Source: an optimization exercise on an open RTL-to-GDS flow (aim: small area). Production flows keep margins and buffers that such runs may drop.
The RTL was checked by simulation tests, not by an equivalence proof against the original design.

==> flow/design.v, too long to show whole: its modules and the start of the top module <==
// module fc_neuron_16: 1966 lines
// module full_add: 10 lines
// module half_add: 9 lines
module fc_neuron_16 (
	input logic clk,
	input logic rst,
	input logic valid_in,
	input logic [255:0] data_in,
	output logic [15:0] data_out,
	output logic valid_out
);
  // ...
==> flow/flow/run.sh <==
#!/bin/bash
set -euo pipefail
export BUFFER_PORTS_ARGS="-buffer_cell sky130_fd_sc_hd__buf_1"
bash standard.sh > standard.log 2>&1
==> flow/standard.sh <==
#!/bin/bash
# synth_recipe.tcl (not shown) runs the flow's synth.tcl, then flattens the netlist and writes it again
# the make line also repeats each setting of config.mk as NAME=value (left out here)
make -C /OpenROAD-flow-scripts/flow DESIGN_CONFIG=/design/flow/config.mk WORK_HOME=/design/flow/orfs CLKGATE_MAP_FILE= SYNTH_SCRIPT=/design/flow/synth_recipe.tcl "${@:-finish}"
==> flow/config.mk <==
export PLATFORM = sky130hd
export DESIGN_NAME = fc_neuron_16
export DESIGN_NICKNAME = fc_neuron_16
export VERILOG_FILES = /design/flow/design.v
export SDC_FILE = /design/flow/constraint.sdc
export NUM_CORES = 4
export LEC_CHECK = 0
export CAP_MARGIN = 20
export CORE_MARGIN = 2
export CORE_UTILIZATION = 40
export CTS_BUF_LIST = sky130_fd_sc_hd__clkbuf_4 sky130_fd_sc_hd__clkbuf_8
export GPL_TIMING_DRIVEN = 0
export SETUP_SLACK_MARGIN = 0.05
export SLEW_MARGIN = 20
export SYNTH_HIERARCHICAL = 1
==> flow/constraint.sdc <==
create_clock -name core_clock -period 8.0 [get_ports {clk}]
set_input_delay 1.6000 -clock core_clock [delete_from_list [all_inputs] [get_ports {clk}]]
set_output_delay 1.6000 -clock core_clock [all_outputs]
set_load 0.01 [all_outputs]
==> flow_metrics.env, run 1 <==
export IMPL_multi_input_comb_area_sq_um=16600
export IMPL_gr_usage_met1_pct=36.0
export IMPL_status="timing/DRC/antenna clean"
export IMPL_crit_end="s1_18_1_q"
export IMPL_fillers=4237
export IMPL_ys_flop_type="dfxtp_1"
export IMPL_post_synth_top_area_cell="fa_1"
export IMPL_clock_area_share_pct=1.21
export IMPL_met2_usage_pct=47.9
export IMPL_dr_wl_met3_mm=5.53
export IMPL_hold_violations=0
export IMPL_r2r_setup_slack_ns=2.45
export IMPL_synth_commonest_cells="783 x fa_1, 196 x inv_1, 69 x dfxtp_1"
export IMPL_crit_family="adder cells"
export IMPL_clk_insertion_delay_late_ns=0.36
export IMPL_multi_input_area_share_pct=79.6
export IMPL_synthSimpleGateAreaFrac_pct=0.442
export IMPL_regMostFlops="data_out"
export IMPL_overflow=0
export IMPL_placed_cells=2019
export IMPL_synth_area_mux_share_pct=0.221
export IMPL_crit_path_end_kind="register"
export IMPL_synth_top_family_by_area="adder cells"
export IMPL_hp_start="valid_q"
export IMPL_synthDistinctLibCells=27
export IMPL_crit_cells=14
export IMPL_crit_path_frequent_cell="fa_1"
export IMPL_critPathArrivalTime_ns=8.08
==> inputs of run 2 (changes only) <==
--- a/flow/design.v
+++ b/flow/design.v
@@ -1943,46 +1943,35 @@
 	wire fs776, fc776;
 	full_add u_fa776 (.a(fc764), .b(fs765), .c(fc775), .s(fs776), .co(fc776));
 	wire fs777, fc777;
 	full_add u_fa777 (.a(fc765), .b(fs766), .c(fc776), .s(fs777), .co(fc777));
 	wire fs778, fc778;
 	full_add u_fa778 (.a(fc766), .b(fs767), .c(fc777), .s(fs778), .co(fc778));
 	wire hs24, hc24;
 	half_add u_ha24 (.a(fs768), .b(fc778), .s(hs24), .co(hc24));
-	wire g40 = hc24 ? ~fs769 : fs769;
 	wire hs25, hc25;
-	half_add u_ha25 (.a(s1_27_0_q), .b(fc769), .s(hs25), .co(hc25));
+	half_add u_ha25 (.a(fs769), .b(hc24), .s(hs25), .co(hc25));
 	wire fs779, fc779;
-	full_add u_fa779 (.a(s1_27_0_q), .b(fc769), .c(fs769), .s(fs779), .co(fc779));
-	wire g41 = hc24 ? fs779 : hs25;
+	full_add u_fa779 (.a(s1_27_0_q), .b(fc769), .c(hc25), .s(fs779), .co(fc779));
 	wire hs26, hc26;
-	half_add u_ha26 (.a(s1_28_0_q), .b(hc25), .s(hs26), .co(hc26));
+	half_add u_ha26 (.a(s1_28_0_q), .b(fc779), .s(hs26), .co(hc26));
 	wire hs27, hc27;
-	half_add u_ha27 (.a(s1_28_0_q), .b(fc779), .s(hs27), .co(hc27));
-	wire g42 = hc24 ? hs27 : hs26;
-	wire hs28, hc28;
-	half_add u_ha28 (.a(fs770), .b(hc26), .s(hs28), .co(hc28));
-	wire hs29, hc29;
-	half_add u_ha29 (.a(fs770), .b(hc27), .s(hs29), .co(hc29));
-	wire g43 = hc24 ? hs29 : hs28;
+	half_add u_ha27 (.a(fs770), .b(hc26), .s(hs27), .co(hc27));
 	wire fs780, fc780;
-	full_add u_fa780 (.a(s1_30_0_q), .b(fc770), .c(hc28), .s(fs780), .co(fc780));
-	wire fs781, fc781;
-	full_add u_fa781 (.a(s1_30_0_q), .b(fc770), .c(hc29), .s(fs781), .co(fc781));
-	wire g44 = hc24 ? fs781 : fs780;
-	wire fs782, fc782;
-	full_add u_fa782 (.a(s1_31_0_q), .b(s1_31_1_q), .c(fc780), .s(fs782), .co(fc782));
-	wire fs783, fc783;
-	full_add u_fa783 (.a(s1_31_0_q), .b(s1_31_1_q), .c(fc781), .s(fs783), .co(fc783));
-	wire g45 = hc24 ? fs783 : fs782;
-	wire g46 = hc24 ? ~fc783 : ~fc782;
-	wire [18:0] sh = {g46, g45, g44, g43, g42, g41, g40, hs24, fs778, fs777, fs776, fs775, hs23, fs774, hs22, ~fs773, g38, ~fs772, ~fs771};
+	full_add u_fa780 (.a(s1_30_0_q), .b(fc770), .c(hc27), .s(fs780), .co(fc780));
+	wire hs28, hc28;
+	half_add u_ha28 (.a(s1_31_0_q), .b(s1_31_1_q), .s(hs28), .co(hc28));
+	wire g40 = s1_31_0_q ^ s1_31_1_q;
+	wire g41 = s1_31_0_q | s1_31_1_q;
+	wire g42 = fc780 ? ~g40 : hs28;
+	wire g43 = fc780 ? ~g41 : ~hc28;
+	wire [18:0] sh = {g43, g42, fs780, hs27, hs26, fs779, hs25, hs24, fs778, fs777, fs776, fs775, hs23, fs774, hs22, ~fs773, g38, ~fs772, ~fs771};
 	wire ovf = (sh[18:15] != {4{sh[18]}});
-	wire [15:0] result = ovf ? (sh[18] ? 16'h8000 : 16'h7fff) : sh[15:0];
+	wire [15:0] result = {sh[18], ovf ? {15{~sh[18]}} : sh[14:0]};
 	always_ff @(posedge clk)
 	begin
 		if (rst)
 		begin
 			valid_q <= 1'b0;
 			valid_out <= 1'b0;
 		end
 		else
==> flow_metrics.env, run 2 <==
export IMPL_skew_ns=0.00790
export IMPL_max_freq_ghz=0.128
export IMPL_ff_latch_area_sq_um=1380
export IMPL_timing_critical_path_buf_inv=1
export IMPL_cts_buffers=9
export IMPL_wire_per_inst_um=32.8
export IMPL_first_global_vias=12800
export IMPL_pre_cts_ws_ns=-0.952
export IMPL_placed_cell_area_sq_um=20500
export IMPL_crit_path_frequent_cell="fa_1"
export IMPL_antenna_found_initial=1
export IMPL_synth_nets=2245
export IMPL_synth_async_reset_ratio_pct=0
export IMPL_slew_headroom_pct=43.6
export IMPL_setup_worst_path_start_class="primary input"
export IMPL_first_pass_iters=5
export IMPL_dr_wl_met3_mm=4.19
export IMPL_clk_insertion_delay_late_ns=0.35
export IMPL_overflow=0
export IMPL_vias=10800
export IMPL_grt_max_degree=14
export IMPL_syn_area_per_cell_sq_um=16.1
export IMPL_detail_route_iter0_violations=807
export IMPL_slew_violations=0
export IMPL_grt_pass1_wl_mm=93.6
export IMPL_rsz0062_at_grt="false"
export IMPL_post_synth_top_area_cell="fa_1"
export IMPL_grtUsageTotal_pct=29.7
export IMPL_tightestPinTransition_ns=0.846
export IMPL_final_common_cell="fa_1"
export IMPL_crit_fanout=4
export IMPL_final_area_sq_um=20800
export IMPL_hold_buffers=0
export IMPL_regMostFlops="data_out"
export IMPL_io_buffer_count=275
export IMPL_path_clk_slew_ns=0.08
export IMPL_antenna_cells=0
export IMPL_yosys_top_cells_area="fa_1 84%, dfxtp_1 7.4%, inv_1 4.0%"
export IMPL_ys_flop_type="dfxtp_1"
export IMPL_hold_violations=0
export IMPL_largest_reg_flops=16
export IMPL_syn_area_sq_um=18700
export IMPL_drtAntennaViolNets=0
export IMPL_die_h_um=220
export IMPL_crit_path_end_kind="register"
export IMPL_gp_congestion=0.991
export IMPL_cts_max_level=3
export IMPL_root_buffer="clkbuf_8"
export IMPL_critPathArrivalTime_ns=8.07
export IMPL_fin_nets=2535
export IMPL_drt_total_wl_mm=67.8
export IMPL_layout_common_cells="765 x fa_1, 262 x buf_1, 199 x inv_1"
export IMPL_synth_edff_count=0
export IMPL_dieArea_sq_um=48500
export IMPL_met1_length_mm=25.8
export IMPL_cts_tree="done"
export IMPL_die_w_um=220
export IMPL_status="timing/DRC/antenna clean"
export IMPL_synth_seq_area_share_pct=7.39
export IMPL_via_per_inst=5.24
export IMPL_fillers=4277
export IMPL_worst_path_max_delay_cell="fa_1"
export IMPL_post_route_min_period_ns=7.84
export IMPL_crit_family="adder cells"
export IMPL_setup_slack_ns=0.158
export IMPL_clkSinkCount=69
export IMPL_synthDistinctLibCells=25
export IMPL_clockBufferDepth=2
export IMPL_syn_inst=1164
export IMPL_core_area_sq_um=46400
export IMPL_top_layer_used="met5"
export IMPL_yosysMostFrequentCell="fa_1"
export IMPL_yosysWarnings=7
export IMPL_drc_errors=0
export IMPL_holdCritPathClass="register to register"
export IMPL_dpl_hpwl_mm=66.0
export IMPL_start_util_pct=40.3
export IMPL_fin_tns_setup_ns=0
export IMPL_crit_type="primary input to register"
export IMPL_required_ns=8.23
export IMPL_max_stage_delay_ns=0.61
export IMPL_area_growth_pct=11.1
export IMPL_rows=79
export IMPL_ys_ff_latch=69
export IMPL_yosysTopAreaCellShare_pct=83.5
export IMPL_drive_gt1_share_pct=3.98
export IMPL_synth_commonest_cells="780 x fa_1, 199 x inv_1, 69 x dfxtp_1"
export IMPL_drv_cap=0
export IMPL_multi_input_comb_area_sq_um=16600
export IMPL_finalCritPeriodShare_pct=98.0
export IMPL_setup_viol=0
export IMPL_dr_wl_met2_mm=35.0
export IMPL_ios=276
export IMPL_crit_path_cell_trace="buf_1 > fa_1 > ha_1 > fa_1 > fa_1 > fa_1 > fa_1 > fa_1 > fa_1 > fa_1 > fa_1 > fa_1 > fa_1 > fa_1"
-- run 2: cell type report --
cell class,instances,area share [%]
Inverter,200,3.62
Buffer,5,0.145
Multi-Input combinational cell,890,79.8
Sequential cell,69,6.65
Clock buffer,10,0.663
Clock inverter,6,0.223
Tap cell,607,3.66
Timing Repair Buffer,279,5.19
-- run 2: kinds of logic after synthesis --
group	count (synthesis)	share of synthesized area, %
adders and majority gates	823	86.4
buffers and inverters	205	4.18
DFF	69	7.39
AOI/OAI and AO/OA	54	1.60
and+or+nand+nor	13	0.448
-- run 2: what timing repair did --
item / in CTS / in global routing
setup endpoints to repair: 2 / 10
pin swaps: 4 / 5
buffers inserted: 3 / 1
gates resized for setup: 17 / 13
-- run 2: metal layers --
layer / vias up / GRT usage (%)
met5: - / 0
met4: 2 / 10.0
met3: 113 / 4.87
met2: 503 / 50.4
met1: 6202 / 39.1
li1: 3999 / -
-- run 2: worst register-to-register path: stages, from the launching register on --
cell and delay (ns):
dfxtp_1 0.31, inv_1 0.05, fa_1 0.52, or2_1 0.11
fa_1 0.19, fa_1 0.17, inv_1 0.04, ha_1 0.17
inv_1 0.07, fa_1 0.15, inv_1 0.04, ha_1 0.18
fa_1 0.37, ha_1 0.21, fa_1 0.38, fa_1 0.38
fa_1 0.38, fa_1 0.37, ha_1 0.20, ha_1 0.19
fa_1 0.37, ha_1 0.19, ha_1 0.19, fa_1 0.43
nor2b_4 0.17, nor3_1 0.46, a21oi_1 0.16, o21a_1 0.19
-- run 2: path summary, 6_finish.rpt --
path / depth (start not counted) / startpoint / slack, ns / end
setup / recovery: 14 / data_in[171] / 0.16 / s1_28_0_q
hold / removal: 1 / valid_q / 0.46 / valid_out
setup reg to reg: 27 / s1_13_0_q / 1.28 / data_out[0]
hold reg to reg: 1 / valid_q / 0.46 / valid_out
-- run 2: through the flow --
step           util (%)  hold WS [ns]  std cells
2_1_floorplan         -         0.414       1164
3_3_place_gp       44.2         0.427       2046
3_5_place_dp       44.2         0.444       2046
4_1_cts            44.7         0.462       2065
5_1_grt            44.8         0.484       2066
6_report           44.8         0.459       2066
-- run 2: modules after synthesis, one instance, submodules excluded --
module | cells inside | copies in the design
fc_neuron_16 | 356 | 1
full_add | 1 | 780
half_add | 1 | 28

## static timing again, ports no longer ideal
How much do the figures lean on ideal ports? The routed layouts below were timed once more, with nothing changed but the port constraints.
Step 1 assumes that a clkbuf_16 drives the clock port and a buf_2 every other input.
Step 2 adds t to the input delays and takes it off the output delays; t is the mean of the earliest and latest rising clock arrival at the registers after step 1. Input paths then give back, and output paths get back, about the clock's delay inside the block.
a / b / c = no drivers / after step 1 / after step 2; a / b = the first two.
| run | t, ns | slack for setup (ns) | hold WS [ns] | worst setup path after step 2 |
|---|---|---|---|---|
| run 1 | 0.394 | 0.157 / 0.165 / -0.228 | 0.445 / 0.445 / 0.445 | input to register |
| run 2 | 0.381 | 0.158 / 0.168 / -0.213 | 0.459 / 0.459 / 0.459 | input to register |
Met with ideal ports but missed after step 2: setup timing in run 1 and run 2. The setup slack of run 1, which loses most, moves by +0.008 ns with the drivers and by -0.385 ns with both steps.
